Background: an optimization exercise with open tools, aiming at small area. Do not read the settings as production practice. Only simulation tests tie the RTL to the original design; equivalence was not proved. Power is estimated from default activity; no workload was simulated.

==> flow/design.v, too long to show whole: its modules and the start of the top module <==
// module maze_game_top: 2388 lines
module maze_game_top(clock, reset, pixel_tick, player_x, player_y, direction, colour, x_out, y_out, stop, player_reset);
  // ...
==> flow/flow/run.sh <==
#!/bin/bash
# Own layout flow: the standard flow (standard.sh) with three changes:
#  - synthesis runs the standard flow's own script (synth_recipe.tcl, so the registers are the
#    standard synthesis's), but ABC maps the logic with each of the area-oriented
#    scripts flow/map*.abc in turn (no delay target) and keeps the smallest result;
#  - no full/half-adder extraction before ABC (ADDER_MAP_FILE empty);
#  - the port buffers are the smallest buffer, sky130_fd_sc_hd__buf_1.
# make's output goes to own_flow.log here, and ORFS's own logs to orfs/logs.
set -euo pipefail
W=$(pwd)
SCRIPTS=$(ls "$W"/flow/map*.abc | tr '\n' ' ')
cat > "$W/own_synth.tcl" <<EOT
proc abc {args} {
	set i [lsearch -exact \$args -script]
	if {\$i >= 0} {
		set args [lreplace \$args \$i [expr {\$i + 1}]]
	}
	set j [lsearch -exact \$args -D]
	if {\$j >= 0} {
		set args [lreplace \$args \$j [expr {\$j + 1}]]
	}
	set k [lsearch -exact \$args -liberty]
	set lib [lindex \$args [expr {\$k + 1}]]
	yosys design -save pre_abc
	set best -1
	foreach script {$SCRIPTS} {
		yosys design -load pre_abc
		yosys abc -script \$script {*}\$args
		set s [yosys tee -q -s result.string stat -liberty \$lib]
		regexp {Chip area for module[^:]*:\s*([0-9.]+)} \$s -> area
		puts "own flow: ABC script \$script gives area \$area"
		if {\$best < 0 || \$area < \$best} {
			set best \$area
			set best_script \$script
		}
	}
	yosys design -load pre_abc
	yosys abc -script \$best_script {*}\$args
	puts "own flow: kept \$best_script, area \$best"
}
source {$W/synth_recipe.tcl}
EOT
grep -q 'SYNTH_SCRIPT=[^ ]*synth_recipe.tcl' standard.sh
sed -e "s#SYNTH_SCRIPT=[^ ]*synth_recipe.tcl#SYNTH_SCRIPT=$W/own_synth.tcl ADDER_MAP_FILE= 'BUFFER_PORTS_ARGS=-buffer_cell sky130_fd_sc_hd__buf_1'#" standard.sh > own.sh
bash own.sh finish > own_flow.log 2>&1
==> flow/flow/map1.abc <==
strash
dch -f
map -a
topo
==> flow/flow/map2.abc <==
strash
dch -f
map -a
strash
dch -f
map -a
topo
==> flow/flow/map3.abc <==
strash
dch -f
map -a
strash
dch -f
map -a
strash
dch -f
map -a
topo
==> flow/flow/map4.abc <==
strash
&get -n
&dch -f
&nf -R 1000
&put
topo
==> flow/flow/map5.abc <==
strash
&get -n
&dch -f
&nf -R 1000
&put
strash
dch -f
map -a
topo
==> flow/flow/map6.abc <==
strash
dch
map -a
topo
==> flow/flow/map7.abc <==
strash
amap
topo
==> flow/standard.sh <==
#!/bin/bash
# synth_recipe.tcl (not shown) runs the flow's synth.tcl, then flattens the netlist and writes it again
# the make line also repeats each setting of config.mk as NAME=value (left out here)
make -C /OpenROAD-flow-scripts/flow DESIGN_CONFIG=/design/flow/config.mk WORK_HOME=/design/flow/orfs CLKGATE_MAP_FILE= SYNTH_SCRIPT=/design/flow/synth_recipe.tcl "${@:-finish}"
==> flow/config.mk <==
export PLATFORM = sky130hd
export DESIGN_NAME = maze_game_top
export DESIGN_NICKNAME = maze_game_top
export VERILOG_FILES = /design/flow/design.v
export SDC_FILE = /design/flow/constraint.sdc
export NUM_CORES = 4
export LEC_CHECK = 0
export CAP_MARGIN = 20
export CELL_PAD_IN_SITES_DETAIL_PLACEMENT = 1
export CELL_PAD_IN_SITES_GLOBAL_PLACEMENT = 2
export CORE_MARGIN = 2
export CORE_UTILIZATION = 30
export CTS_BUF_LIST = sky130_fd_sc_hd__clkbuf_4
export PLACE_DENSITY = 0.45
export SLEW_MARGIN = 20
export SYNTH_MEMORY_MAX_BITS = 8192
==> flow/constraint.sdc <==
create_clock -name core_clock -period 14.0 [get_ports {clock}]
set_input_delay 2.8000 -clock core_clock [delete_from_list [all_inputs] [get_ports {clock}]]
set_output_delay 2.8000 -clock core_clock [all_outputs]
set_load 0.01 [all_outputs]
==> run_results.csv, run 1 <==
group,metric,value,unit
cells_and_area,fillCellCount,739,
power_and_ir_drop,comb-power,0.0870,mW
grt,grt_util_met3,0.706,%
grt,antenna_found_initial,0,
floorplanning,die-area,5920,um^2
cells_and_area,synthToLayoutAreaGrowth,15.6,%
cells_and_area,clk_share,1.42,%
floorplanning,tapCellCount,70,
floorplanning,ios,45,
timing,grt_setup_unrepaired,"false",
synth,synthTopCellsByCount,"nor2_1 (41), nand2_1 (36), a21oi_1 (30), o21ai_0 (30), dfxtp_1 (14)",
timing,finalHoldViolations,0,
critical_path,r2r_end,"cnt_reg_7",
synth,syn_nets,282,
critical_path,reg2reg_depth,13,
synth,ys_seq_area_share,17.6,%
power_and_ir_drop,internal_power,0.0841,mW
power_and_ir_drop,maxPowerGroup,"combinational cells",
clocking,cts_root_buffer,"clkbuf_4",
route,first_pass_iters,4,
power_and_ir_drop,clkPwrFrac,14.5,%
synth,ys_ff_latch,14,
synth,synthesis.area,1600,um^2
synth,synth_top_family_by_area,"simple AND/OR/NAND/NOR gates",
power_and_ir_drop,p_seq,0.0517,mW
cells_and_area,multi_input_gates,237,
timing,slew-limit-headroom,42.4,%
run_status,status,"timing/DRC/antenna clean",
synth,synth.most_common_cell,"nor2_1",
timing,fin_worst_skew,0.000570,ns
synth,synth_adder_area_share,0,%
timing,whs,0.556,ns
timing,fin_crit,8.33,ns
clocking,cts_setup_buffers,0,
critical_path,crit_buf_inv,2,
grt,grtUsageMet1,30.9,%
critical_path,cp_cell_sequence,"buf_1, nor3_1, o21ai_0, a21o_1, nor4_1, nor2_1, o21ai_0, o2111ai_1, and3_1, nor2_1, buf_1",
floorplanning,fp.coreArea,5110,um^2
cells_and_area,nNonClkInverters,5,
synth,synthCells,260,
timing,tightest_slew,0.864,ns
clocking,cts_sinks,14,
power_and_ir_drop,pwr_density_cell,87.8,nW/um^2
route,drc,0,
synth,synth_xor_xnor_area_share,6.03,%
==> run 2, diff against run 1 <==
==> flow/design.v (replaced) <==
package maze_pkg;
	localparam int unsigned PX_X_W = 8;
	localparam int unsigned PX_Y_W = 7;
	localparam int unsigned COLOUR_W = 6;
	localparam int unsigned DIR_W = 4;
endpackage
module move_probe (
	input logic [7:0] x,
	input logic [6:0] y,
	input logic [1:0] h,
	input logic [1:0] v,
	input logic L,
	output logic [4:0] cf,
	output logic [4:0] rf
);
	logic [8:0] c0, c1, c2;
	logic [6:0] r0, r1, r2;
	always_comb
		case (x)
			8'd0: c0 = 9'b000100001;
			8'd1: c0 = 9'b000100001;
			8'd2: c0 = 9'b000100001;
			8'd3: c0 = 9'b000100001;
			8'd4: c0 = 9'b000100001;
			8'd5: c0 = 9'b000100000;
			8'd6: c0 = 9'b000100000;
			8'd7: c0 = 9'b000100000;
			8'd8: c0 = 9'b000100000;
			8'd9: c0 = 9'b000100000;
			8'd10: c0 = 9'b100100000;
			8'd11: c0 = 9'b100100000;
			8'd12: c0 = 9'b100100000;
			8'd13: c0 = 9'b100100000;
			8'd14: c0 = 9'b100100000;
			8'd15: c0 = 9'b000101000;
			8'd16: c0 = 9'b000101000;
			8'd17: c0 = 9'b000101000;
			8'd18: c0 = 9'b000101000;
			8'd19: c0 = 9'b000101000;
			8'd20: c0 = 9'b000100000;
			8'd21: c0 = 9'b000100000;
			8'd22: c0 = 9'b000100000;
			8'd23: c0 = 9'b000100000;
			8'd24: c0 = 9'b000100000;
			8'd25: c0 = 9'b000100100;
			8'd26: c0 = 9'b000100100;
			8'd27: c0 = 9'b000100100;
			8'd28: c0 = 9'b000100100;
			8'd29: c0 = 9'b000100100;
			8'd30: c0 = 9'b000100000;
			8'd31: c0 = 9'b000100000;
			8'd32: c0 = 9'b000100000;
			8'd33: c0 = 9'b000100000;
			8'd34: c0 = 9'b000100000;
			8'd35: c0 = 9'b000100000;
			8'd36: c0 = 9'b000100000;
			8'd37: c0 = 9'b000100000;
			8'd38: c0 = 9'b000100000;
			8'd39: c0 = 9'b000100000;
			8'd40: c0 = 9'b000100000;
			8'd41: c0 = 9'b000100000;
			8'd42: c0 = 9'b000100000;
			8'd43: c0 = 9'b000100000;
			8'd44: c0 = 9'b000100000;
			8'd45: c0 = 9'b000100000;
			8'd46: c0 = 9'b000100000;
			8'd47: c0 = 9'b000100000;
			8'd48: c0 = 9'b000100000;
			8'd49: c0 = 9'b000100000;
			8'd50: c0 = 9'b000100010;
			8'd51: c0 = 9'b000100010;
			8'd52: c0 = 9'b000100010;
			8'd53: c0 = 9'b000100010;
			8'd54: c0 = 9'b000100010;
			8'd55: c0 = 9'b000100000;
			8'd56: c0 = 9'b000100000;
			8'd57: c0 = 9'b000100000;
			8'd58: c0 = 9'b000100000;
			8'd59: c0 = 9'b000100000;
			8'd60: c0 = 9'b000100000;
			8'd61: c0 = 9'b000100000;
			8'd62: c0 = 9'b000100000;
			8'd63: c0 = 9'b000100000;
			8'd64: c0 = 9'b000100000;
			8'd65: c0 = 9'b000100000;
			8'd66: c0 = 9'b000100000;
			8'd67: c0 = 9'b000100000;
			8'd68: c0 = 9'b000100000;
			8'd69: c0 = 9'b000100000;
			8'd70: c0 = 9'b000100000;
			8'd71: c0 = 9'b000100000;
			8'd72: c0 = 9'b000100000;
			8'd73: c0 = 9'b000100000;
			8'd74: c0 = 9'b000100000;
			8'd75: c0 = 9'b000100000;
			8'd76: c0 = 9'b000100000;
			8'd77: c0 = 9'b000100000;
			8'd78: c0 = 9'b000100000;
			8'd79: c0 = 9'b000100000;
			8'd80: c0 = 9'b000100000;
			8'd81: c0 = 9'b000100000;
			8'd82: c0 = 9'b000100000;
			8'd83: c0 = 9'b000100000;
			8'd84: c0 = 9'b000100000;
			8'd85: c0 = 9'b000100000;
			8'd86: c0 = 9'b000100000;
			8'd87: c0 = 9'b000100000;
			8'd88: c0 = 9'b000100000;
			8'd89: c0 = 9'b000100000;
			8'd90: c0 = 9'b000100000;
			8'd91: c0 = 9'b000100000;
			8'd92: c0 = 9'b000100000;
			8'd93: c0 = 9'b000100000;
			8'd94: c0 = 9'b000100000;
			8'd95: c0 = 9'b000100000;
			8'd96: c0 = 9'b000100000;
			8'd97: c0 = 9'b000100000;
			8'd98: c0 = 9'b000100000;
			8'd99: c0 = 9'b000100000;
			8'd100: c0 = 9'b001100000;
			8'd101: c0 = 9'b001100000;
			8'd102: c0 = 9'b001100000;
			8'd103: c0 = 9'b001100000;
			8'd104: c0 = 9'b001100000;
			8'd105: c0 = 9'b000100000;
			8'd106: c0 = 9'b000100000;
			8'd107: c0 = 9'b000100000;
			8'd108: c0 = 9'b000100000;
			8'd109: c0 = 9'b000100000;
			8'd110: c0 = 9'b000100000;
			8'd111: c0 = 9'b000100000;
			8'd112: c0 = 9'b000100000;
			8'd113: c0 = 9'b000100000;
			8'd114: c0 = 9'b000100000;
			8'd115: c0 = 9'b000100000;
			8'd116: c0 = 9'b000100000;
			8'd117: c0 = 9'b000100000;
			8'd118: c0 = 9'b000100000;
			8'd119: c0 = 9'b000100000;
			8'd120: c0 = 9'b000100000;
			8'd121: c0 = 9'b000100000;
			8'd122: c0 = 9'b000100000;
			8'd123: c0 = 9'b000100000;
			8'd124: c0 = 9'b000100000;
			8'd125: c0 = 9'b000110000;
			8'd126: c0 = 9'b000110000;
			8'd127: c0 = 9'b000110000;
			8'd128: c0 = 9'b000110000;
			8'd129: c0 = 9'b000110000;
			8'd130: c0 = 9'b000100000;
			8'd131: c0 = 9'b000100000;
			8'd132: c0 = 9'b000100000;
			8'd133: c0 = 9'b000100000;
			8'd134: c0 = 9'b000100000;
			8'd135: c0 = 9'b000100000;
			8'd136: c0 = 9'b000100000;
			8'd137: c0 = 9'b000100000;
			8'd138: c0 = 9'b000100000;
			8'd139: c0 = 9'b000100000;
			8'd140: c0 = 9'b010100000;
			8'd141: c0 = 9'b010100000;
			8'd142: c0 = 9'b010100000;
			8'd143: c0 = 9'b010100000;
			8'd144: c0 = 9'b010100000;
			8'd145: c0 = 9'b000000000;
			8'd146: c0 = 9'b000000000;
			8'd147: c0 = 9'b000000000;
			8'd148: c0 = 9'b000000000;
			8'd149: c0 = 9'b000000000;
			8'd150: c0 = 9'b000000000;
			8'd151: c0 = 9'b000000000;
			8'd152: c0 = 9'b000000000;
			8'd153: c0 = 9'b000000000;
			8'd154: c0 = 9'b000000000;
			8'd155: c0 = 9'b000000001;
			8'd156: c0 = 9'b000000001;
			8'd157: c0 = 9'b000000001;
			8'd158: c0 = 9'b000000001;
			8'd159: c0 = 9'b000000001;
			8'd160: c0 = 9'b000100001;
			8'd161: c0 = 9'b000100001;
			8'd162: c0 = 9'b000100001;
			8'd163: c0 = 9'b000100001;
			8'd164: c0 = 9'b000100001;
			8'd165: c0 = 9'b000100000;
			8'd166: c0 = 9'b000100000;
			8'd167: c0 = 9'b000100000;
			8'd168: c0 = 9'b000100000;
			8'd169: c0 = 9'b000100000;
			8'd170: c0 = 9'b100100000;
			8'd171: c0 = 9'b100100000;
			8'd172: c0 = 9'b100100000;
			8'd173: c0 = 9'b100100000;
			8'd174: c0 = 9'b100100000;
			8'd175: c0 = 9'b000101000;
			8'd176: c0 = 9'b000101000;
			8'd177: c0 = 9'b000101000;
			8'd178: c0 = 9'b000101000;
			8'd179: c0 = 9'b000101000;
			8'd180: c0 = 9'b000100000;
			8'd181: c0 = 9'b000100000;
			8'd182: c0 = 9'b000100000;
			8'd183: c0 = 9'b000100000;
			8'd184: c0 = 9'b000100000;
			8'd185: c0 = 9'b000100100;
			8'd186: c0 = 9'b000100100;
			8'd187: c0 = 9'b000100100;
			8'd188: c0 = 9'b000100100;
			8'd189: c0 = 9'b000100100;
			8'd190: c0 = 9'b000100000;
			8'd191: c0 = 9'b000100000;
			8'd192: c0 = 9'b000100000;
			8'd193: c0 = 9'b000100000;
			8'd194: c0 = 9'b000100000;
			8'd195: c0 = 9'b000100000;
			8'd196: c0 = 9'b000100000;
			8'd197: c0 = 9'b000100000;
			8'd198: c0 = 9'b000100000;
			8'd199: c0 = 9'b000100000;
			8'd200: c0 = 9'b000100000;
			8'd201: c0 = 9'b000100000;
			8'd202: c0 = 9'b000100000;
			8'd203: c0 = 9'b000100000;
			8'd204: c0 = 9'b000100000;
			8'd205: c0 = 9'b000100000;
			8'd206: c0 = 9'b000100000;
			8'd207: c0 = 9'b000100000;
			8'd208: c0 = 9'b000100000;
			8'd209: c0 = 9'b000100000;
			8'd210: c0 = 9'b000100010;
			8'd211: c0 = 9'b000100010;
			8'd212: c0 = 9'b000100010;
			8'd213: c0 = 9'b000100010;
			8'd214: c0 = 9'b000100010;
			8'd215: c0 = 9'b000100000;
			8'd216: c0 = 9'b000100000;
			8'd217: c0 = 9'b000100000;
			8'd218: c0 = 9'b000100000;
			8'd219: c0 = 9'b000100000;
			8'd220: c0 = 9'b000100000;
			8'd221: c0 = 9'b000100000;
			8'd222: c0 = 9'b000100000;
			8'd223: c0 = 9'b000100000;
			8'd224: c0 = 9'b000100000;
			8'd225: c0 = 9'b000100000;
			8'd226: c0 = 9'b000100000;
			8'd227: c0 = 9'b000100000;
			8'd228: c0 = 9'b000100000;
			8'd229: c0 = 9'b000100000;
			8'd230: c0 = 9'b000100000;
			8'd231: c0 = 9'b000100000;
			8'd232: c0 = 9'b000100000;
			8'd233: c0 = 9'b000100000;
			8'd234: c0 = 9'b000100000;
			8'd235: c0 = 9'b000100000;
			8'd236: c0 = 9'b000100000;
			8'd237: c0 = 9'b000100000;
			8'd238: c0 = 9'b000100000;
			8'd239: c0 = 9'b000100000;
			8'd240: c0 = 9'b000100000;
			8'd241: c0 = 9'b000100000;
			8'd242: c0 = 9'b000100000;
			8'd243: c0 = 9'b000100000;
			8'd244: c0 = 9'b000100000;
			8'd245: c0 = 9'b000100000;
			8'd246: c0 = 9'b000100000;
			8'd247: c0 = 9'b000100000;
			8'd248: c0 = 9'b000100000;
			8'd249: c0 = 9'b000100000;
			8'd250: c0 = 9'b000100000;
			8'd251: c0 = 9'b000100000;
			8'd252: c0 = 9'b000100000;
			8'd253: c0 = 9'b000100000;
			8'd254: c0 = 9'b000100000;
			8'd255: c0 = 9'b000100000;
		endcase
	always_comb
		case (x)
			8'd0: c1 = 9'b000100000;
			8'd1: c1 = 9'b000100000;
			8'd2: c1 = 9'b000100000;
			8'd3: c1 = 9'b000100000;
			8'd4: c1 = 9'b000100000;
			8'd5: c1 = 9'b100100000;
			8'd6: c1 = 9'b100100000;
			8'd7: c1 = 9'b100100000;
			8'd8: c1 = 9'b100100000;
			8'd9: c1 = 9'b100100000;
			8'd10: c1 = 9'b000101000;
			8'd11: c1 = 9'b000101000;
			8'd12: c1 = 9'b000101000;
			8'd13: c1 = 9'b000101000;
			8'd14: c1 = 9'b000101000;
			8'd15: c1 = 9'b000100000;
			8'd16: c1 = 9'b000100000;
			8'd17: c1 = 9'b000100000;
			8'd18: c1 = 9'b000100000;
			8'd19: c1 = 9'b000100000;
			8'd20: c1 = 9'b000100100;
			8'd21: c1 = 9'b000100100;
			8'd22: c1 = 9'b000100100;
			8'd23: c1 = 9'b000100100;
			8'd24: c1 = 9'b000100100;
			8'd25: c1 = 9'b000100000;
			8'd26: c1 = 9'b000100000;
			8'd27: c1 = 9'b000100000;
			8'd28: c1 = 9'b000100000;
			8'd29: c1 = 9'b000100000;
			8'd30: c1 = 9'b000100000;
			8'd31: c1 = 9'b000100000;
			8'd32: c1 = 9'b000100000;
			8'd33: c1 = 9'b000100000;
			8'd34: c1 = 9'b000100000;
			8'd35: c1 = 9'b000100000;
			8'd36: c1 = 9'b000100000;
			8'd37: c1 = 9'b000100000;
			8'd38: c1 = 9'b000100000;
			8'd39: c1 = 9'b000100000;
			8'd40: c1 = 9'b000100000;
			8'd41: c1 = 9'b000100000;
			8'd42: c1 = 9'b000100000;
			8'd43: c1 = 9'b000100000;
			8'd44: c1 = 9'b000100000;
			8'd45: c1 = 9'b000100010;
			8'd46: c1 = 9'b000100010;
			8'd47: c1 = 9'b000100010;
			8'd48: c1 = 9'b000100010;
			8'd49: c1 = 9'b000100010;
			8'd50: c1 = 9'b000100000;
			8'd51: c1 = 9'b000100000;
			8'd52: c1 = 9'b000100000;
			8'd53: c1 = 9'b000100000;
			8'd54: c1 = 9'b000100000;
			8'd55: c1 = 9'b000100000;
			8'd56: c1 = 9'b000100000;
			8'd57: c1 = 9'b000100000;
			8'd58: c1 = 9'b000100000;
			8'd59: c1 = 9'b000100000;
			8'd60: c1 = 9'b000100000;
			8'd61: c1 = 9'b000100000;
			8'd62: c1 = 9'b000100000;
			8'd63: c1 = 9'b000100000;
			8'd64: c1 = 9'b000100000;
			8'd65: c1 = 9'b000100000;
			8'd66: c1 = 9'b000100000;
			8'd67: c1 = 9'b000100000;
			8'd68: c1 = 9'b000100000;
			8'd69: c1 = 9'b000100000;
			8'd70: c1 = 9'b000100000;
			8'd71: c1 = 9'b000100000;
			8'd72: c1 = 9'b000100000;
			8'd73: c1 = 9'b000100000;
			8'd74: c1 = 9'b000100000;
			8'd75: c1 = 9'b000100000;
			8'd76: c1 = 9'b000100000;
			8'd77: c1 = 9'b000100000;
			8'd78: c1 = 9'b000100000;
			8'd79: c1 = 9'b000100000;
			8'd80: c1 = 9'b000100000;
			8'd81: c1 = 9'b000100000;
			8'd82: c1 = 9'b000100000;
			8'd83: c1 = 9'b000100000;
			8'd84: c1 = 9'b000100000;
			8'd85: c1 = 9'b000100000;
			8'd86: c1 = 9'b000100000;
			8'd87: c1 = 9'b000100000;
			8'd88: c1 = 9'b000100000;
			8'd89: c1 = 9'b000100000;
			8'd90: c1 = 9'b000100000;
			8'd91: c1 = 9'b000100000;
			8'd92: c1 = 9'b000100000;
			8'd93: c1 = 9'b000100000;
			8'd94: c1 = 9'b000100000;
			8'd95: c1 = 9'b001100000;
			8'd96: c1 = 9'b001100000;
			8'd97: c1 = 9'b001100000;
			8'd98: c1 = 9'b001100000;
			8'd99: c1 = 9'b001100000;
			8'd100: c1 = 9'b000100000;
			8'd101: c1 = 9'b000100000;
			8'd102: c1 = 9'b000100000;
			8'd103: c1 = 9'b000100000;
			8'd104: c1 = 9'b000100000;
			8'd105: c1 = 9'b000100000;
			8'd106: c1 = 9'b000100000;
			8'd107: c1 = 9'b000100000;
			8'd108: c1 = 9'b000100000;
			8'd109: c1 = 9'b000100000;
			8'd110: c1 = 9'b000100000;
			8'd111: c1 = 9'b000100000;
			8'd112: c1 = 9'b000100000;
			8'd113: c1 = 9'b000100000;
			8'd114: c1 = 9'b000100000;
			8'd115: c1 = 9'b000100000;
			8'd116: c1 = 9'b000100000;
			8'd117: c1 = 9'b000100000;
			8'd118: c1 = 9'b000100000;
			8'd119: c1 = 9'b000100000;
			8'd120: c1 = 9'b000110000;
			8'd121: c1 = 9'b000110000;
			8'd122: c1 = 9'b000110000;
			8'd123: c1 = 9'b000110000;
			8'd124: c1 = 9'b000110000;
			8'd125: c1 = 9'b000100000;
			8'd126: c1 = 9'b000100000;
			8'd127: c1 = 9'b000100000;
			8'd128: c1 = 9'b000100000;
			8'd129: c1 = 9'b000100000;
			8'd130: c1 = 9'b000100000;
			8'd131: c1 = 9'b000100000;
			8'd132: c1 = 9'b000100000;
			8'd133: c1 = 9'b000100000;
			8'd134: c1 = 9'b000100000;
			8'd135: c1 = 9'b010100000;
			8'd136: c1 = 9'b010100000;
			8'd137: c1 = 9'b010100000;
			8'd138: c1 = 9'b010100000;
			8'd139: c1 = 9'b010100000;
			8'd140: c1 = 9'b000000000;
			8'd141: c1 = 9'b000000000;
			8'd142: c1 = 9'b000000000;
			8'd143: c1 = 9'b000000000;
			8'd144: c1 = 9'b000000000;
			8'd145: c1 = 9'b000000000;
			8'd146: c1 = 9'b000000000;
			8'd147: c1 = 9'b000000000;
			8'd148: c1 = 9'b000000000;
			8'd149: c1 = 9'b000000000;
			8'd150: c1 = 9'b000000001;
			8'd151: c1 = 9'b000000001;
			8'd152: c1 = 9'b000000001;
			8'd153: c1 = 9'b000000001;
			8'd154: c1 = 9'b000000001;
			8'd155: c1 = 9'b000100001;
			8'd156: c1 = 9'b000100001;
			8'd157: c1 = 9'b000100001;
			8'd158: c1 = 9'b000100001;
			8'd159: c1 = 9'b000100001;
			8'd160: c1 = 9'b000100000;
			8'd161: c1 = 9'b000100000;
			8'd162: c1 = 9'b000100000;
			8'd163: c1 = 9'b000100000;
			8'd164: c1 = 9'b000100000;
			8'd165: c1 = 9'b100100000;
			8'd166: c1 = 9'b100100000;
			8'd167: c1 = 9'b100100000;
			8'd168: c1 = 9'b100100000;
			8'd169: c1 = 9'b100100000;
			8'd170: c1 = 9'b000101000;
			8'd171: c1 = 9'b000101000;
			8'd172: c1 = 9'b000101000;
			8'd173: c1 = 9'b000101000;
			8'd174: c1 = 9'b000101000;
			8'd175: c1 = 9'b000100000;
			8'd176: c1 = 9'b000100000;
			8'd177: c1 = 9'b000100000;
			8'd178: c1 = 9'b000100000;
			8'd179: c1 = 9'b000100000;
			8'd180: c1 = 9'b000100100;
			8'd181: c1 = 9'b000100100;
			8'd182: c1 = 9'b000100100;
			8'd183: c1 = 9'b000100100;
			8'd184: c1 = 9'b000100100;
			8'd185: c1 = 9'b000100000;
			8'd186: c1 = 9'b000100000;
			8'd187: c1 = 9'b000100000;
			8'd188: c1 = 9'b000100000;
			8'd189: c1 = 9'b000100000;
			8'd190: c1 = 9'b000100000;
			8'd191: c1 = 9'b000100000;
			8'd192: c1 = 9'b000100000;
			8'd193: c1 = 9'b000100000;
			8'd194: c1 = 9'b000100000;
			8'd195: c1 = 9'b000100000;
			8'd196: c1 = 9'b000100000;
			8'd197: c1 = 9'b000100000;
			8'd198: c1 = 9'b000100000;
			8'd199: c1 = 9'b000100000;
			8'd200: c1 = 9'b000100000;
			8'd201: c1 = 9'b000100000;
			8'd202: c1 = 9'b000100000;
			8'd203: c1 = 9'b000100000;
			8'd204: c1 = 9'b000100000;
			8'd205: c1 = 9'b000100010;
			8'd206: c1 = 9'b000100010;
			8'd207: c1 = 9'b000100010;
			8'd208: c1 = 9'b000100010;
			8'd209: c1 = 9'b000100010;
			8'd210: c1 = 9'b000100000;
			8'd211: c1 = 9'b000100000;
			8'd212: c1 = 9'b000100000;
			8'd213: c1 = 9'b000100000;
			8'd214: c1 = 9'b000100000;
			8'd215: c1 = 9'b000100000;
			8'd216: c1 = 9'b000100000;
			8'd217: c1 = 9'b000100000;
			8'd218: c1 = 9'b000100000;
			8'd219: c1 = 9'b000100000;
			8'd220: c1 = 9'b000100000;
			8'd221: c1 = 9'b000100000;
			8'd222: c1 = 9'b000100000;
			8'd223: c1 = 9'b000100000;
			8'd224: c1 = 9'b000100000;
			8'd225: c1 = 9'b000100000;
			8'd226: c1 = 9'b000100000;
			8'd227: c1 = 9'b000100000;
			8'd228: c1 = 9'b000100000;
			8'd229: c1 = 9'b000100000;
			8'd230: c1 = 9'b000100000;
			8'd231: c1 = 9'b000100000;
			8'd232: c1 = 9'b000100000;
			8'd233: c1 = 9'b000100000;
			8'd234: c1 = 9'b000100000;
			8'd235: c1 = 9'b000100000;
			8'd236: c1 = 9'b000100000;
			8'd237: c1 = 9'b000100000;
			8'd238: c1 = 9'b000100000;
			8'd239: c1 = 9'b000100000;
			8'd240: c1 = 9'b000100000;
			8'd241: c1 = 9'b000100000;
			8'd242: c1 = 9'b000100000;
			8'd243: c1 = 9'b000100000;
			8'd244: c1 = 9'b000100000;
			8'd245: c1 = 9'b000100000;
			8'd246: c1 = 9'b000100000;
			8'd247: c1 = 9'b000100000;
			8'd248: c1 = 9'b000100000;
			8'd249: c1 = 9'b000100000;
			8'd250: c1 = 9'b000100000;
			8'd251: c1 = 9'b000100000;
			8'd252: c1 = 9'b000100000;
			8'd253: c1 = 9'b000100000;
			8'd254: c1 = 9'b000100000;
			8'd255: c1 = 9'b001100000;
		endcase
	always_comb
		case (x)
			8'd0: c2 = 9'b000100000;
			8'd1: c2 = 9'b000100001;
			8'd2: c2 = 9'b000100001;
			8'd3: c2 = 9'b000100001;
			8'd4: c2 = 9'b000100001;
			8'd5: c2 = 9'b000100001;
			8'd6: c2 = 9'b000100000;
			8'd7: c2 = 9'b000100000;
			8'd8: c2 = 9'b000100000;
			8'd9: c2 = 9'b000100000;
			8'd10: c2 = 9'b000100000;
			8'd11: c2 = 9'b100100000;
			8'd12: c2 = 9'b100100000;
			8'd13: c2 = 9'b100100000;
			8'd14: c2 = 9'b100100000;
			8'd15: c2 = 9'b100100000;
			8'd16: c2 = 9'b000101000;
			8'd17: c2 = 9'b000101000;
			8'd18: c2 = 9'b000101000;
			8'd19: c2 = 9'b000101000;
			8'd20: c2 = 9'b000101000;
			8'd21: c2 = 9'b000100000;
			8'd22: c2 = 9'b000100000;
			8'd23: c2 = 9'b000100000;
			8'd24: c2 = 9'b000100000;
			8'd25: c2 = 9'b000100000;
			8'd26: c2 = 9'b000100100;
			8'd27: c2 = 9'b000100100;
			8'd28: c2 = 9'b000100100;
			8'd29: c2 = 9'b000100100;
			8'd30: c2 = 9'b000100100;
			8'd31: c2 = 9'b000100000;
			8'd32: c2 = 9'b000100000;
			8'd33: c2 = 9'b000100000;
			8'd34: c2 = 9'b000100000;
			8'd35: c2 = 9'b000100000;
			8'd36: c2 = 9'b000100000;
			8'd37: c2 = 9'b000100000;
			8'd38: c2 = 9'b000100000;
			8'd39: c2 = 9'b000100000;
			8'd40: c2 = 9'b000100000;
			8'd41: c2 = 9'b000100000;
			8'd42: c2 = 9'b000100000;
			8'd43: c2 = 9'b000100000;
			8'd44: c2 = 9'b000100000;
			8'd45: c2 = 9'b000100000;
			8'd46: c2 = 9'b000100000;
			8'd47: c2 = 9'b000100000;
			8'd48: c2 = 9'b000100000;
			8'd49: c2 = 9'b000100000;
			8'd50: c2 = 9'b000100000;
			8'd51: c2 = 9'b000100010;
			8'd52: c2 = 9'b000100010;
			8'd53: c2 = 9'b000100010;
			8'd54: c2 = 9'b000100010;
			8'd55: c2 = 9'b000100010;
			8'd56: c2 = 9'b000100000;
			8'd57: c2 = 9'b000100000;
			8'd58: c2 = 9'b000100000;
			8'd59: c2 = 9'b000100000;
			8'd60: c2 = 9'b000100000;
			8'd61: c2 = 9'b000100000;
			8'd62: c2 = 9'b000100000;
			8'd63: c2 = 9'b000100000;
			8'd64: c2 = 9'b000100000;
			8'd65: c2 = 9'b000100000;
			8'd66: c2 = 9'b000100000;
			8'd67: c2 = 9'b000100000;
			8'd68: c2 = 9'b000100000;
			8'd69: c2 = 9'b000100000;
			8'd70: c2 = 9'b000100000;
			8'd71: c2 = 9'b000100000;
			8'd72: c2 = 9'b000100000;
			8'd73: c2 = 9'b000100000;
			8'd74: c2 = 9'b000100000;
			8'd75: c2 = 9'b000100000;
			8'd76: c2 = 9'b000100000;
			8'd77: c2 = 9'b000100000;
			8'd78: c2 = 9'b000100000;
			8'd79: c2 = 9'b000100000;
			8'd80: c2 = 9'b000100000;
			8'd81: c2 = 9'b000100000;
			8'd82: c2 = 9'b000100000;
			8'd83: c2 = 9'b000100000;
			8'd84: c2 = 9'b000100000;
			8'd85: c2 = 9'b000100000;
			8'd86: c2 = 9'b000100000;
			8'd87: c2 = 9'b000100000;
			8'd88: c2 = 9'b000100000;
			8'd89: c2 = 9'b000100000;
			8'd90: c2 = 9'b000100000;
			8'd91: c2 = 9'b000100000;
			8'd92: c2 = 9'b000100000;
			8'd93: c2 = 9'b000100000;
			8'd94: c2 = 9'b000100000;
			8'd95: c2 = 9'b000100000;
			8'd96: c2 = 9'b000100000;
			8'd97: c2 = 9'b000100000;
			8'd98: c2 = 9'b000100000;
			8'd99: c2 = 9'b000100000;
			8'd100: c2 = 9'b000100000;
			8'd101: c2 = 9'b001100000;
			8'd102: c2 = 9'b001100000;
			8'd103: c2 = 9'b001100000;
			8'd104: c2 = 9'b001100000;
			8'd105: c2 = 9'b001100000;
			8'd106: c2 = 9'b000100000;
			8'd107: c2 = 9'b000100000;
			8'd108: c2 = 9'b000100000;
			8'd109: c2 = 9'b000100000;
			8'd110: c2 = 9'b000100000;
			8'd111: c2 = 9'b000100000;
			8'd112: c2 = 9'b000100000;
			8'd113: c2 = 9'b000100000;
			8'd114: c2 = 9'b000100000;
			8'd115: c2 = 9'b000100000;
			8'd116: c2 = 9'b000100000;
			8'd117: c2 = 9'b000100000;
			8'd118: c2 = 9'b000100000;
			8'd119: c2 = 9'b000100000;
			8'd120: c2 = 9'b000100000;
			8'd121: c2 = 9'b000100000;
			8'd122: c2 = 9'b000100000;
			8'd123: c2 = 9'b000100000;
			8'd124: c2 = 9'b000100000;
			8'd125: c2 = 9'b000100000;
			8'd126: c2 = 9'b000110000;
			8'd127: c2 = 9'b000110000;
			8'd128: c2 = 9'b000110000;
			8'd129: c2 = 9'b000110000;
			8'd130: c2 = 9'b000110000;
			8'd131: c2 = 9'b000100000;
			8'd132: c2 = 9'b000100000;
			8'd133: c2 = 9'b000100000;
			8'd134: c2 = 9'b000100000;
			8'd135: c2 = 9'b000100000;
			8'd136: c2 = 9'b000100000;
			8'd137: c2 = 9'b000100000;
			8'd138: c2 = 9'b000100000;
			8'd139: c2 = 9'b000100000;
			8'd140: c2 = 9'b000100000;
			8'd141: c2 = 9'b010100000;
			8'd142: c2 = 9'b010100000;
			8'd143: c2 = 9'b010100000;
			8'd144: c2 = 9'b010100000;
			8'd145: c2 = 9'b010100000;
			8'd146: c2 = 9'b000000000;
			8'd147: c2 = 9'b000000000;
			8'd148: c2 = 9'b000000000;
			8'd149: c2 = 9'b000000000;
			8'd150: c2 = 9'b000000000;
			8'd151: c2 = 9'b000000000;
			8'd152: c2 = 9'b000000000;
			8'd153: c2 = 9'b000000000;
			8'd154: c2 = 9'b000000000;
			8'd155: c2 = 9'b000000000;
			8'd156: c2 = 9'b000000001;
			8'd157: c2 = 9'b000000001;
			8'd158: c2 = 9'b000000001;
			8'd159: c2 = 9'b000000001;
			8'd160: c2 = 9'b000000001;
			8'd161: c2 = 9'b000100001;
			8'd162: c2 = 9'b000100001;
			8'd163: c2 = 9'b000100001;
			8'd164: c2 = 9'b000100001;
			8'd165: c2 = 9'b000100001;
			8'd166: c2 = 9'b000100000;
			8'd167: c2 = 9'b000100000;
			8'd168: c2 = 9'b000100000;
			8'd169: c2 = 9'b000100000;
			8'd170: c2 = 9'b000100000;
			8'd171: c2 = 9'b100100000;
			8'd172: c2 = 9'b100100000;
			8'd173: c2 = 9'b100100000;
			8'd174: c2 = 9'b100100000;
			8'd175: c2 = 9'b100100000;
			8'd176: c2 = 9'b000101000;
			8'd177: c2 = 9'b000101000;
			8'd178: c2 = 9'b000101000;
			8'd179: c2 = 9'b000101000;
			8'd180: c2 = 9'b000101000;
			8'd181: c2 = 9'b000100000;
			8'd182: c2 = 9'b000100000;
			8'd183: c2 = 9'b000100000;
			8'd184: c2 = 9'b000100000;
			8'd185: c2 = 9'b000100000;
			8'd186: c2 = 9'b000100100;
			8'd187: c2 = 9'b000100100;
			8'd188: c2 = 9'b000100100;
			8'd189: c2 = 9'b000100100;
			8'd190: c2 = 9'b000100100;
			8'd191: c2 = 9'b000100000;
			8'd192: c2 = 9'b000100000;
			8'd193: c2 = 9'b000100000;
			8'd194: c2 = 9'b000100000;
			8'd195: c2 = 9'b000100000;
			8'd196: c2 = 9'b000100000;
			8'd197: c2 = 9'b000100000;
			8'd198: c2 = 9'b000100000;
			8'd199: c2 = 9'b000100000;
			8'd200: c2 = 9'b000100000;
			8'd201: c2 = 9'b000100000;
			8'd202: c2 = 9'b000100000;
			8'd203: c2 = 9'b000100000;
			8'd204: c2 = 9'b000100000;
			8'd205: c2 = 9'b000100000;
			8'd206: c2 = 9'b000100000;
			8'd207: c2 = 9'b000100000;
			8'd208: c2 = 9'b000100000;
			8'd209: c2 = 9'b000100000;
			8'd210: c2 = 9'b000100000;
			8'd211: c2 = 9'b000100010;
			8'd212: c2 = 9'b000100010;
			8'd213: c2 = 9'b000100010;
			8'd214: c2 = 9'b000100010;
			8'd215: c2 = 9'b000100010;
			8'd216: c2 = 9'b000100000;
			8'd217: c2 = 9'b000100000;
			8'd218: c2 = 9'b000100000;
			8'd219: c2 = 9'b000100000;
			8'd220: c2 = 9'b000100000;
			8'd221: c2 = 9'b000100000;
			8'd222: c2 = 9'b000100000;
			8'd223: c2 = 9'b000100000;
			8'd224: c2 = 9'b000100000;
			8'd225: c2 = 9'b000100000;
			8'd226: c2 = 9'b000100000;
			8'd227: c2 = 9'b000100000;
			8'd228: c2 = 9'b000100000;
			8'd229: c2 = 9'b000100000;
			8'd230: c2 = 9'b000100000;
			8'd231: c2 = 9'b000100000;
			8'd232: c2 = 9'b000100000;
			8'd233: c2 = 9'b000100000;
			8'd234: c2 = 9'b000100000;
			8'd235: c2 = 9'b000100000;
			8'd236: c2 = 9'b000100000;
			8'd237: c2 = 9'b000100000;
			8'd238: c2 = 9'b000100000;
			8'd239: c2 = 9'b000100000;
			8'd240: c2 = 9'b000100000;
			8'd241: c2 = 9'b000100000;
			8'd242: c2 = 9'b000100000;
			8'd243: c2 = 9'b000100000;
			8'd244: c2 = 9'b000100000;
			8'd245: c2 = 9'b000100000;
			8'd246: c2 = 9'b000100000;
			8'd247: c2 = 9'b000100000;
			8'd248: c2 = 9'b000100000;
			8'd249: c2 = 9'b000100000;
			8'd250: c2 = 9'b000100000;
			8'd251: c2 = 9'b000100000;
			8'd252: c2 = 9'b000100000;
			8'd253: c2 = 9'b000100000;
			8'd254: c2 = 9'b000100000;
			8'd255: c2 = 9'b000100000;
		endcase
	always_comb
		case (y)
			7'd0: r0 = 7'b0000011;
			7'd1: r0 = 7'b0000011;
			7'd2: r0 = 7'b0000011;
			7'd3: r0 = 7'b0000011;
			7'd4: r0 = 7'b0000011;
			7'd5: r0 = 7'b0000010;
			7'd6: r0 = 7'b0000010;
			7'd7: r0 = 7'b0000010;
			7'd8: r0 = 7'b0000010;
			7'd9: r0 = 7'b0000010;
			7'd10: r0 = 7'b0010010;
			7'd11: r0 = 7'b0010010;
			7'd12: r0 = 7'b0010010;
			7'd13: r0 = 7'b0010010;
			7'd14: r0 = 7'b0010010;
			7'd15: r0 = 7'b0000110;
			7'd16: r0 = 7'b0000110;
			7'd17: r0 = 7'b0000110;
			7'd18: r0 = 7'b0000110;
			7'd19: r0 = 7'b0000110;
			7'd20: r0 = 7'b0000010;
			7'd21: r0 = 7'b0000010;
			7'd22: r0 = 7'b0000010;
			7'd23: r0 = 7'b0000010;
			7'd24: r0 = 7'b0000010;
			7'd25: r0 = 7'b0100010;
			7'd26: r0 = 7'b0100010;
			7'd27: r0 = 7'b0100010;
			7'd28: r0 = 7'b0100010;
			7'd29: r0 = 7'b0100010;
			7'd30: r0 = 7'b0000010;
			7'd31: r0 = 7'b0000010;
			7'd32: r0 = 7'b0000010;
			7'd33: r0 = 7'b0000010;
			7'd34: r0 = 7'b0000010;
			7'd35: r0 = 7'b0000010;
			7'd36: r0 = 7'b0000010;
			7'd37: r0 = 7'b0000010;
			7'd38: r0 = 7'b0000010;
			7'd39: r0 = 7'b0000010;
			7'd40: r0 = 7'b0000010;
			7'd41: r0 = 7'b0000010;
			7'd42: r0 = 7'b0000010;
			7'd43: r0 = 7'b0000010;
			7'd44: r0 = 7'b0000010;
			7'd45: r0 = 7'b0000010;
			7'd46: r0 = 7'b0000010;
			7'd47: r0 = 7'b0000010;
			7'd48: r0 = 7'b0000010;
			7'd49: r0 = 7'b0000010;
			7'd50: r0 = 7'b0000010;
			7'd51: r0 = 7'b0000010;
			7'd52: r0 = 7'b0000010;
			7'd53: r0 = 7'b0000010;
			7'd54: r0 = 7'b0000010;
			7'd55: r0 = 7'b0000010;
			7'd56: r0 = 7'b0000010;
			7'd57: r0 = 7'b0000010;
			7'd58: r0 = 7'b0000010;
			7'd59: r0 = 7'b0000010;
			7'd60: r0 = 7'b0001010;
			7'd61: r0 = 7'b0001010;
			7'd62: r0 = 7'b0001010;
			7'd63: r0 = 7'b0001010;
			7'd64: r0 = 7'b0001010;
			7'd65: r0 = 7'b0000010;
			7'd66: r0 = 7'b0000010;
			7'd67: r0 = 7'b0000010;
			7'd68: r0 = 7'b0000010;
			7'd69: r0 = 7'b0000010;
			7'd70: r0 = 7'b0000010;
			7'd71: r0 = 7'b0000010;
			7'd72: r0 = 7'b0000010;
			7'd73: r0 = 7'b0000010;
			7'd74: r0 = 7'b0000010;
			7'd75: r0 = 7'b0000010;
			7'd76: r0 = 7'b0000010;
			7'd77: r0 = 7'b0000010;
			7'd78: r0 = 7'b0000010;
			7'd79: r0 = 7'b0000010;
			7'd80: r0 = 7'b0000010;
			7'd81: r0 = 7'b0000010;
			7'd82: r0 = 7'b0000010;
			7'd83: r0 = 7'b0000010;
			7'd84: r0 = 7'b0000010;
			7'd85: r0 = 7'b0000010;
			7'd86: r0 = 7'b0000010;
			7'd87: r0 = 7'b0000010;
			7'd88: r0 = 7'b0000010;
			7'd89: r0 = 7'b0000010;
			7'd90: r0 = 7'b0000010;
			7'd91: r0 = 7'b0000010;
			7'd92: r0 = 7'b0000010;
			7'd93: r0 = 7'b0000010;
			7'd94: r0 = 7'b0000010;
			7'd95: r0 = 7'b0000010;
			7'd96: r0 = 7'b0000010;
			7'd97: r0 = 7'b0000010;
			7'd98: r0 = 7'b0000010;
			7'd99: r0 = 7'b0000010;
			7'd100: r0 = 7'b1000010;
			7'd101: r0 = 7'b1000010;
			7'd102: r0 = 7'b1000010;
			7'd103: r0 = 7'b1000010;
			7'd104: r0 = 7'b1000010;
			7'd105: r0 = 7'b0000000;
			7'd106: r0 = 7'b0000000;
			7'd107: r0 = 7'b0000000;
			7'd108: r0 = 7'b0000000;
			7'd109: r0 = 7'b0000000;
			7'd110: r0 = 7'b0000000;
			7'd111: r0 = 7'b0000000;
			7'd112: r0 = 7'b0000000;
			7'd113: r0 = 7'b0000000;
			7'd114: r0 = 7'b0000000;
			7'd115: r0 = 7'b0000001;
			default: r0 = '0;
		endcase
	always_comb
		case (y)
			7'd0: r1 = 7'b0000010;
			7'd1: r1 = 7'b0000010;
			7'd2: r1 = 7'b0000010;
			7'd3: r1 = 7'b0000010;
			7'd4: r1 = 7'b0000010;
			7'd5: r1 = 7'b0010010;
			7'd6: r1 = 7'b0010010;
			7'd7: r1 = 7'b0010010;
			7'd8: r1 = 7'b0010010;
			7'd9: r1 = 7'b0010010;
			7'd10: r1 = 7'b0000110;
			7'd11: r1 = 7'b0000110;
			7'd12: r1 = 7'b0000110;
			7'd13: r1 = 7'b0000110;
			7'd14: r1 = 7'b0000110;
			7'd15: r1 = 7'b0000010;
			7'd16: r1 = 7'b0000010;
			7'd17: r1 = 7'b0000010;
			7'd18: r1 = 7'b0000010;
			7'd19: r1 = 7'b0000010;
			7'd20: r1 = 7'b0100010;
			7'd21: r1 = 7'b0100010;
			7'd22: r1 = 7'b0100010;
			7'd23: r1 = 7'b0100010;
			7'd24: r1 = 7'b0100010;
			7'd25: r1 = 7'b0000010;
			7'd26: r1 = 7'b0000010;
			7'd27: r1 = 7'b0000010;
			7'd28: r1 = 7'b0000010;
			7'd29: r1 = 7'b0000010;
			7'd30: r1 = 7'b0000010;
			7'd31: r1 = 7'b0000010;
			7'd32: r1 = 7'b0000010;
			7'd33: r1 = 7'b0000010;
			7'd34: r1 = 7'b0000010;
			7'd35: r1 = 7'b0000010;
			7'd36: r1 = 7'b0000010;
			7'd37: r1 = 7'b0000010;
			7'd38: r1 = 7'b0000010;
			7'd39: r1 = 7'b0000010;
			7'd40: r1 = 7'b0000010;
			7'd41: r1 = 7'b0000010;
			7'd42: r1 = 7'b0000010;
			7'd43: r1 = 7'b0000010;
			7'd44: r1 = 7'b0000010;
			7'd45: r1 = 7'b0000010;
			7'd46: r1 = 7'b0000010;
			7'd47: r1 = 7'b0000010;
			7'd48: r1 = 7'b0000010;
			7'd49: r1 = 7'b0000010;
			7'd50: r1 = 7'b0000010;
			7'd51: r1 = 7'b0000010;
			7'd52: r1 = 7'b0000010;
			7'd53: r1 = 7'b0000010;
			7'd54: r1 = 7'b0000010;
			7'd55: r1 = 7'b0001010;
			7'd56: r1 = 7'b0001010;
			7'd57: r1 = 7'b0001010;
			7'd58: r1 = 7'b0001010;
			7'd59: r1 = 7'b0001010;
			7'd60: r1 = 7'b0000010;
			7'd61: r1 = 7'b0000010;
			7'd62: r1 = 7'b0000010;
			7'd63: r1 = 7'b0000010;
			7'd64: r1 = 7'b0000010;
			7'd65: r1 = 7'b0000010;
			7'd66: r1 = 7'b0000010;
			7'd67: r1 = 7'b0000010;
			7'd68: r1 = 7'b0000010;
			7'd69: r1 = 7'b0000010;
			7'd70: r1 = 7'b0000010;
			7'd71: r1 = 7'b0000010;
			7'd72: r1 = 7'b0000010;
			7'd73: r1 = 7'b0000010;
			7'd74: r1 = 7'b0000010;
			7'd75: r1 = 7'b0000010;
			7'd76: r1 = 7'b0000010;
			7'd77: r1 = 7'b0000010;
			7'd78: r1 = 7'b0000010;
			7'd79: r1 = 7'b0000010;
			7'd80: r1 = 7'b0000010;
			7'd81: r1 = 7'b0000010;
			7'd82: r1 = 7'b0000010;
			7'd83: r1 = 7'b0000010;
			7'd84: r1 = 7'b0000010;
			7'd85: r1 = 7'b0000010;
			7'd86: r1 = 7'b0000010;
			7'd87: r1 = 7'b0000010;
			7'd88: r1 = 7'b0000010;
			7'd89: r1 = 7'b0000010;
			7'd90: r1 = 7'b0000010;
			7'd91: r1 = 7'b0000010;
			7'd92: r1 = 7'b0000010;
			7'd93: r1 = 7'b0000010;
			7'd94: r1 = 7'b0000010;
			7'd95: r1 = 7'b1000010;
			7'd96: r1 = 7'b1000010;
			7'd97: r1 = 7'b1000010;
			7'd98: r1 = 7'b1000010;
			7'd99: r1 = 7'b1000010;
			7'd100: r1 = 7'b0000000;
			7'd101: r1 = 7'b0000000;
			7'd102: r1 = 7'b0000000;
			7'd103: r1 = 7'b0000000;
			7'd104: r1 = 7'b0000000;
			7'd105: r1 = 7'b0000000;
			7'd106: r1 = 7'b0000000;
			7'd107: r1 = 7'b0000000;
			7'd108: r1 = 7'b0000000;
			7'd109: r1 = 7'b0000000;
			7'd110: r1 = 7'b0000001;
			7'd111: r1 = 7'b0000001;
			7'd112: r1 = 7'b0000001;
			7'd113: r1 = 7'b0000001;
			7'd114: r1 = 7'b0000001;
			default: r1 = '0;
		endcase
	always_comb
		case (y)
			7'd0: r2 = 7'b0000010;
			7'd1: r2 = 7'b0000011;
			7'd2: r2 = 7'b0000011;
			7'd3: r2 = 7'b0000011;
			7'd4: r2 = 7'b0000011;
			7'd5: r2 = 7'b0000011;
			7'd6: r2 = 7'b0000010;
			7'd7: r2 = 7'b0000010;
			7'd8: r2 = 7'b0000010;
			7'd9: r2 = 7'b0000010;
			7'd10: r2 = 7'b0000010;
			7'd11: r2 = 7'b0010010;
			7'd12: r2 = 7'b0010010;
			7'd13: r2 = 7'b0010010;
			7'd14: r2 = 7'b0010010;
			7'd15: r2 = 7'b0010010;
			7'd16: r2 = 7'b0000110;
			7'd17: r2 = 7'b0000110;
			7'd18: r2 = 7'b0000110;
			7'd19: r2 = 7'b0000110;
			7'd20: r2 = 7'b0000110;
			7'd21: r2 = 7'b0000010;
			7'd22: r2 = 7'b0000010;
			7'd23: r2 = 7'b0000010;
			7'd24: r2 = 7'b0000010;
			7'd25: r2 = 7'b0000010;
			7'd26: r2 = 7'b0100010;
			7'd27: r2 = 7'b0100010;
			7'd28: r2 = 7'b0100010;
			7'd29: r2 = 7'b0100010;
			7'd30: r2 = 7'b0100010;
			7'd31: r2 = 7'b0000010;
			7'd32: r2 = 7'b0000010;
			7'd33: r2 = 7'b0000010;
			7'd34: r2 = 7'b0000010;
			7'd35: r2 = 7'b0000010;
			7'd36: r2 = 7'b0000010;
			7'd37: r2 = 7'b0000010;
			7'd38: r2 = 7'b0000010;
			7'd39: r2 = 7'b0000010;
			7'd40: r2 = 7'b0000010;
			7'd41: r2 = 7'b0000010;
			7'd42: r2 = 7'b0000010;
			7'd43: r2 = 7'b0000010;
			7'd44: r2 = 7'b0000010;
			7'd45: r2 = 7'b0000010;
			7'd46: r2 = 7'b0000010;
			7'd47: r2 = 7'b0000010;
			7'd48: r2 = 7'b0000010;
			7'd49: r2 = 7'b0000010;
			7'd50: r2 = 7'b0000010;
			7'd51: r2 = 7'b0000010;
			7'd52: r2 = 7'b0000010;
			7'd53: r2 = 7'b0000010;
			7'd54: r2 = 7'b0000010;
			7'd55: r2 = 7'b0000010;
			7'd56: r2 = 7'b0000010;
			7'd57: r2 = 7'b0000010;
			7'd58: r2 = 7'b0000010;
			7'd59: r2 = 7'b0000010;
			7'd60: r2 = 7'b0000010;
			7'd61: r2 = 7'b0001010;
			7'd62: r2 = 7'b0001010;
			7'd63: r2 = 7'b0001010;
			7'd64: r2 = 7'b0001010;
			7'd65: r2 = 7'b0001010;
			7'd66: r2 = 7'b0000010;
			7'd67: r2 = 7'b0000010;
			7'd68: r2 = 7'b0000010;
			7'd69: r2 = 7'b0000010;
			7'd70: r2 = 7'b0000010;
			7'd71: r2 = 7'b0000010;
			7'd72: r2 = 7'b0000010;
			7'd73: r2 = 7'b0000010;
			7'd74: r2 = 7'b0000010;
			7'd75: r2 = 7'b0000010;
			7'd76: r2 = 7'b0000010;
			7'd77: r2 = 7'b0000010;
			7'd78: r2 = 7'b0000010;
			7'd79: r2 = 7'b0000010;
			7'd80: r2 = 7'b0000010;
			7'd81: r2 = 7'b0000010;
			7'd82: r2 = 7'b0000010;
			7'd83: r2 = 7'b0000010;
			7'd84: r2 = 7'b0000010;
			7'd85: r2 = 7'b0000010;
			7'd86: r2 = 7'b0000010;
			7'd87: r2 = 7'b0000010;
			7'd88: r2 = 7'b0000010;
			7'd89: r2 = 7'b0000010;
			7'd90: r2 = 7'b0000010;
			7'd91: r2 = 7'b0000010;
			7'd92: r2 = 7'b0000010;
			7'd93: r2 = 7'b0000010;
			7'd94: r2 = 7'b0000010;
			7'd95: r2 = 7'b0000010;
			7'd96: r2 = 7'b0000010;
			7'd97: r2 = 7'b0000010;
			7'd98: r2 = 7'b0000010;
			7'd99: r2 = 7'b0000010;
			7'd100: r2 = 7'b0000010;
			7'd101: r2 = 7'b1000010;
			7'd102: r2 = 7'b1000010;
			7'd103: r2 = 7'b1000010;
			7'd104: r2 = 7'b1000010;
			7'd105: r2 = 7'b1000010;
			7'd106: r2 = 7'b0000000;
			7'd107: r2 = 7'b0000000;
			7'd108: r2 = 7'b0000000;
			7'd109: r2 = 7'b0000000;
			7'd110: r2 = 7'b0000000;
			7'd111: r2 = 7'b0000000;
			7'd112: r2 = 7'b0000000;
			7'd113: r2 = 7'b0000000;
			7'd114: r2 = 7'b0000000;
			default: r2 = '0;
		endcase
	logic [8:0] c;
	logic [6:0] r;
	assign c = h[0] ? c1 : h[1] ? c2 : c0;
	assign r = v[0] ? r1 : v[1] ? r2 : r0;
	assign cf = L ? {c[8], c[7], c[6], c[5], c[0]} : {c[4], c[3], c[2], c[1], c[0]};
	assign rf = L ? {r[4], r[6], r[5], r[3], r[0]} : {r[2], r[6], r[5], r[1], r[0]};
endmodule
import maze_pkg::*;
module maze_game_top (
	input logic clock,
	input logic reset,
	input logic pixel_tick,
	input logic [maze_pkg::PX_X_W-1:0] player_x,
	input logic [maze_pkg::PX_Y_W-1:0] player_y,
	input logic [maze_pkg::DIR_W-1:0] direction,
	output logic [maze_pkg::COLOUR_W-1:0] colour,
	output logic [maze_pkg::PX_X_W-1:0] x_out,
	output logic [maze_pkg::PX_Y_W-1:0] y_out,
	output logic stop,
	output logic player_reset
);
	logic [10:0] cnt;
	logic level;
	logic key_taken;
	logic waiting, playing;
	assign waiting = cnt[10];
	assign playing = !cnt[10] && cnt[9] && cnt[8];
	logic at_end;
	assign at_end = stop;
	logic [4:0] row, col;
	assign col = waiting ? {5{at_end}} : cnt[4:0];
	assign row = waiting ? {at_end, 1'b0, at_end, at_end, at_end} :
		{cnt[9] & !cnt[8], cnt[8] & !cnt[9], cnt[7:5]};
	logic [7:0] px;
	logic [6:0] py;
	logic [8:0] kx;
	logic [7:0] ky;
	always_comb
	begin
		kx = '0;
		ky = '0;
		px[1:0] = col[1:0];
		for (int i = 2; i < 8; i++)
		begin
			logic a, b;
			a = (i < 7) ? col[i - 2] : 1'b0;
			b = (i < 5) ? col[i] : 1'b0;
			px[i] = a ^ b ^ kx[i];
			kx[i + 1] = (a & b) | (a & kx[i]) | (b & kx[i]);
		end
		py[1:0] = row[1:0];
		for (int i = 2; i < 7; i++)
		begin
			logic a, b;
			a = row[i - 2];
			b = (i < 5) ? row[i] : 1'b0;
			py[i] = a ^ b ^ ky[i];
			ky[i + 1] = (a & b) | (a & ky[i]) | (b & ky[i]);
		end
	end
	assign x_out = px | ({8{playing}} & player_x);
	assign y_out = py | ({7{playing}} & player_y);
	logic right, left, down, up, moving;
	assign right = playing && direction == 4'b0001;
	assign left = playing && direction == 4'b0010;
	assign down = playing && direction == 4'b0100;
	assign up = playing && direction == 4'b1000;
	assign moving = right | left | down | up;
	logic [4:0] cf, rf;
	move_probe u_probe (
		.x(x_out),
		.y(y_out),
		.h({left, right}),
		.v({up, down}),
		.L(level),
		.cf(cf),
		.rf(rf)
	);
	logic wall, trap, keyt, goal;
	assign wall = cf[0] || rf[0] || (cf[1] && rf[1]);
	assign trap = cf[2] && rf[2];
	assign keyt = !key_taken && cf[3] && rf[3];
	assign goal = key_taken && cf[4] && rf[4];
	logic hit_wall, hit_trap, hit_key, hit_goal;
	assign hit_wall = moving && wall;
	assign hit_trap = moving && trap;
	assign hit_key = moving && keyt;
	assign hit_goal = moving && goal;
	logic inc;
	logic [11:0] carry;
	logic [10:0] cnt_inc;
	logic load, load_key;
	assign inc = cnt[10] || (pixel_tick && !(cnt[9] && cnt[8]));
	assign carry[0] = inc;
	always_comb
		for (int i = 0; i < 11; i++)
		begin
			cnt_inc[i] = cnt[i] ^ carry[i];
			carry[i + 1] = carry[i] & cnt[i];
		end
	assign load = reset || hit_trap || hit_goal || hit_key;
	assign load_key = !reset && hit_key;
	always_ff @(posedge clock)
	begin
		if (load)
			cnt <= {1'b1, load_key, load_key, 7'b1111111, 1'b0};
		else
			cnt <= cnt_inc;
		if (reset)
		begin
			level <= 1'b0;
			key_taken <= 1'b0;
			stop <= 1'b0;
		end
		else if (playing)
		begin
			stop <= hit_wall | hit_trap | hit_key | hit_goal;
			if (hit_goal)
				level <= !level;
			if (hit_trap || hit_goal)
				key_taken <= 1'b0;
			else if (hit_key)
				key_taken <= 1'b1;
		end
	end
	assign colour = {{2{!playing & (wall | trap | keyt)}}, {2{!playing & (wall | goal | keyt)}},
		{2{playing | wall}}};
	assign player_reset = !playing && !key_taken;
endmodule
==> flow/flow/map01.abc (new file) <==
strash
dch -f
map -a
topo
==> flow/flow/map02.abc (new file) <==
strash
dch -f
map -a
strash
dch -f
map -a
topo
==> flow/flow/map03.abc (new file) <==
strash
dch -f
map -a
strash
dch -f
map -a
strash
dch -f
map -a
topo
==> flow/flow/map04.abc (new file) <==
strash
&get -n
&dch -f
&nf -R 1000
&put
topo
==> flow/flow/map05.abc (new file) <==
strash
&get -n
&dch -f
&nf -R 1000
&put
strash
dch -f
map -a
topo
==> flow/flow/map06.abc (new file) <==
strash
dch
map -a
topo
==> flow/flow/map07.abc (new file) <==
strash
&get -n
&dch -f
&nf -R 1000
&put
strash
&get -n
&dch -f
&nf -R 1000
&put
topo
==> flow/flow/map08.abc (new file) <==
strash
dc2
dch -f
map -a
topo
==> flow/flow/map09.abc (new file) <==
strash
&get -n
&dch -f
&nf -R 1000
&put
strash
dch -f
map -a
strash
dch -f
map -a
topo
==> flow/flow/map10.abc (new file) <==
strash
&get -n
&dch
&nf -R 1000
&put
topo
==> flow/flow/map11.abc (new file) <==
strash
&get -n
&dch -f
&nf -R 1000 -a
&put
topo
==> flow/flow/map12.abc (new file) <==
strash
&get -n
&dch -f -x
&nf -R 1000
&put
topo
removed: flow/flow/map1.abc
removed: flow/flow/map2.abc
removed: flow/flow/map3.abc
removed: flow/flow/map4.abc
removed: flow/flow/map5.abc
removed: flow/flow/map6.abc
removed: flow/flow/map7.abc
==> run 2 against run 1 <==
Non-clock buffer count is 3 higher. Largest power group is now registers. Worst hold slack got worse by 0.020 ns. Setup slack worse by 0.50 ns. Still clean on timing, DRC and antenna. Synthesized cell count grew 23%. Maximum frequency fell by 5.6%. Power down 47%.
==> run_results.csv, run 2 <==
group,metric,value,unit
timing,fin_crit,8.83,ns
clocking,insertion_delay,0.28,ns
grt,grt_pass1_vias,2369,
critical_path,reg2reg_depth,22,
floorplanning,initial_utilization,31.3,%
timing,grt_setup_unrepaired,"false",
synth,syn_nets,341,
route,vias,2539,
power_and_ir_drop,ir_drop,48.4,uV
route,wl_per_cell,16.4,um
timing,slew_viol_final,0,
timing,slew-limit-headroom,36.5,%
clocking,cts_sinks,14,
grt,overflow,0,
clocking,htree_num_levels,1,
placement,dp_hpwl,5.88,mm
synth,synthTopCellsByCount,"nand2_1 (50), a21oi_1 (48), nor2_1 (47), o21ai_0 (29), clkinv_1 (19)",
grt,globalRouteTotalUtil,20.8,%
route,drt_iter0_markers,152,
cells_and_area,regMostFlops,"cnt",
timing,period_share,63.0,%
timing,fin_tns_setup,0,ns
grt,grt_max_degree,26,
synth,ys_ff_latch,14,
cells_and_area,layout-drive-gt1-share,1.91,%
critical_path,crit_required,11.20,ns
power_and_ir_drop,seq_power_share,55.5,%
clocking,cts_made_buffers,3,
cells_and_area,fillCellCount,856,
floorplanning,fp.dieH,83.1,um
power_and_ir_drop,p_leak,0.773,nW
worst_hold_path,whs_path_depth,2,
route,first_pass_iters,4,
critical_path,critPathCaptureType,"output port",
cells_and_area,final_nets,390,
floorplanning,ios,45,
synth,synth_edf_count,0,
synth,synthesis.area,1880,um^2
floorplanning,fp.coreArea,5990,um^2
timing,tightest_slew,0.947,ns
timing,finalHoldViolations,0,
placement,gp_congestion,0.914,
route,drt_wl_total,7.23,mm
power_and_ir_drop,swShare,29.1,%
floorplanning,fp.dieW,83.1,um
run_status,status,"timing/DRC/antenna clean",
synth,async_flop_share,0,%
synth,synth.distinct_cells,40,
synth,synth.top_cell.area_share,14.9,%
cells_and_area,synthToLayoutAreaGrowth,15.5,%
critical_path,critPathArrivalTime,6.03,ns
critical_path,critPathLaunchType,"primary input",
clocking,cts_setup_buffers,0,
grt,grt_pass1_wl,12.1,mm
worst_hold_path,min_path_type,"reg2reg",
route,ant_nets,0,
clocking,cts_resized,0,
cells_and_area,layout_common_cells,"nand2_1 (50), a21oi_1 (48), nor2_1 (47)",
cells_and_area,mostFrequentLayoutCell,"nand2_1",
synth,ys_seq_area_share,14.9,%
power_and_ir_drop,power_frac_comb,17.3,%
synth,avgSynthCellArea,5.88,um^2
route,drc,0,
timing,max_freq,113,MHz
synth,synth_top_cell_by_area,"dfxtp_1",
power_and_ir_drop,pwr_density_cell,39.5,nW/um^2
timing,whs,0.536,ns
synth,synth_ff_type,"dfxtp_1",
synth,synth.most_common_cell,"nand2_1",
synth,synthCells,319,
clocking,cts_hold_buf,0,
cells_and_area,largest_register_ffs,11,
power_and_ir_drop,fin_total_pwr,0.0855,mW
synth,synth.top_cells.by_area,"dfxtp_1 (15%), a21oi_1 (13%), nand2_1 (10%)",
clocking,cts_root_buffer,"clkbuf_4",
flow_run,cap_violations,0,
clocking,path_clk_slew,0.09,ns
synth,ys_warn_count,2,
floorplanning,die-area,6900,um^2
cells_and_area,diodes,0,
critical_path,path_max_fanout,8,
timing,fin_worst_skew,0.00828,ns
critical_path,crit_type,"in2out",
floorplanning,rows,28,
placement,numPortBuffers,44,
power_and_ir_drop,p_switching,0.0249,mW
power_and_ir_drop,clkPwrFrac,27.2,%
grt,antenna_found_initial,0,
power_and_ir_drop,internal_power,0.0606,mW
clocking,clock_path_buffers,2,
timing,finalSetupViolCount,0,
clocking,cts_tree,"yes",
route,vias_per_cell,5.74,
[run 2: final timing paths]
check,slack [ns],endpoint,from
hold reg to reg,0.54,cnt[6],cnt[6]
hold / removal,0.54,cnt[6],cnt[6]
setup reg to reg,8.86,cnt[0],cnt[10]
setup / recovery,5.17,colour[5],player_x[3]
[run 2: power groups by stage]
stage               combinational (mW)  sequential [mW]  clock, mW
CTS                             0.0150           0.0474     0.0245
detailed placement              0.0149           0.0484          0
floorplan                       0.0101           0.0471          0
global route                    0.0171           0.0482     0.0270
global placement                0.0147           0.0483          0
finish                          0.0148           0.0475     0.0232
[run 2: logic make-up after synthesis]
family / synth area share, %
xor gates and xnor gates: 6.07
AOI/OAI and AO/OA: 35.6
buffers and inverters: 5.00
and+or+nand+nor: 37.8
DFF: 14.9
adders and majority gates: 0.534
[run 2: per-stage QoR]
stage / utilization (%) / cells / worst slack [ns] / cell area, um^2
after floorplan: - / 319 / 5.60 / 1880
final: 36.2 / 442 / 5.17 / 2170
after detailed placement: 35.7 / 438 / 5.20 / 2140
after CTS: 36.2 / 442 / 5.18 / 2170
after global routing: 36.2 / 442 / 4.83 / 2170
after global placement: 35.6 / 438 / 5.38 / 2130
[run 2: critical path: stages]
cell	delay, ns
buf_1	0.07
a211oi_1	0.75
clkinv_1	0.47
nor3_1	0.36
a31oi_1	0.12
o21ai_0	0.19
a41oi_1	0.13
nor4_1	0.65
and3_1	0.28
nor2_1	0.06
buf_1	0.13
[run 2: final cells by class]
class                      instances  area (um^2)  share of cell area [%]
inverter                          19         71.3                    3.29
multi-input combinational        283         1510                    69.6
timing repair buffer              47          188                    8.67
clock inverter                     1         3.75                   0.173
clock buffer                       3         22.5                    1.04
sequential                        14          280                    12.9
tap                               75         93.8                    4.33
[run 2: metal layers]
| layer | wire, um | up-vias | track usage, % |
|---|---|---|---|
| met1 | 3650 | 1200 | 29.2 |
| li1 | - | 1265 | - |
| met3 | 314 | 4 | 3.78 |
| met2 | 3230 | 70 | 33.9 |
| met4 | 36 | 0 | 2.83 |
| met5 | 0 | - | 0 |

-- port drivers added, routing unchanged --
The flow's constraints put no driver on any port. The routed layouts listed below were extracted and timed again, unchanged, in two steps.
Step 1: set_driving_cell puts a clkbuf_16 on clock and a buf_2 on each other input, an assumption about the parent block.
Step 2 moves the port delays by t, midway between the first and last clock arrival at a register: inputs arrive t later, outputs are due t later. That takes back most of the time a late clock gives input paths.
Slacks: ideal ports / drivers / drivers and shift; pairs: ideal ports / drivers.
run | t, ns | setup slack, ns | latest minus earliest clock arrival (ns)
run 1 | 0.296 | 5.671 / 5.651 / 5.651 | 0.001 / 0.001
run 2 | 0.295 | 5.174 / 5.154 / 5.154 | 0.008 / 0.009
After both steps every run listed still meets setup and hold.
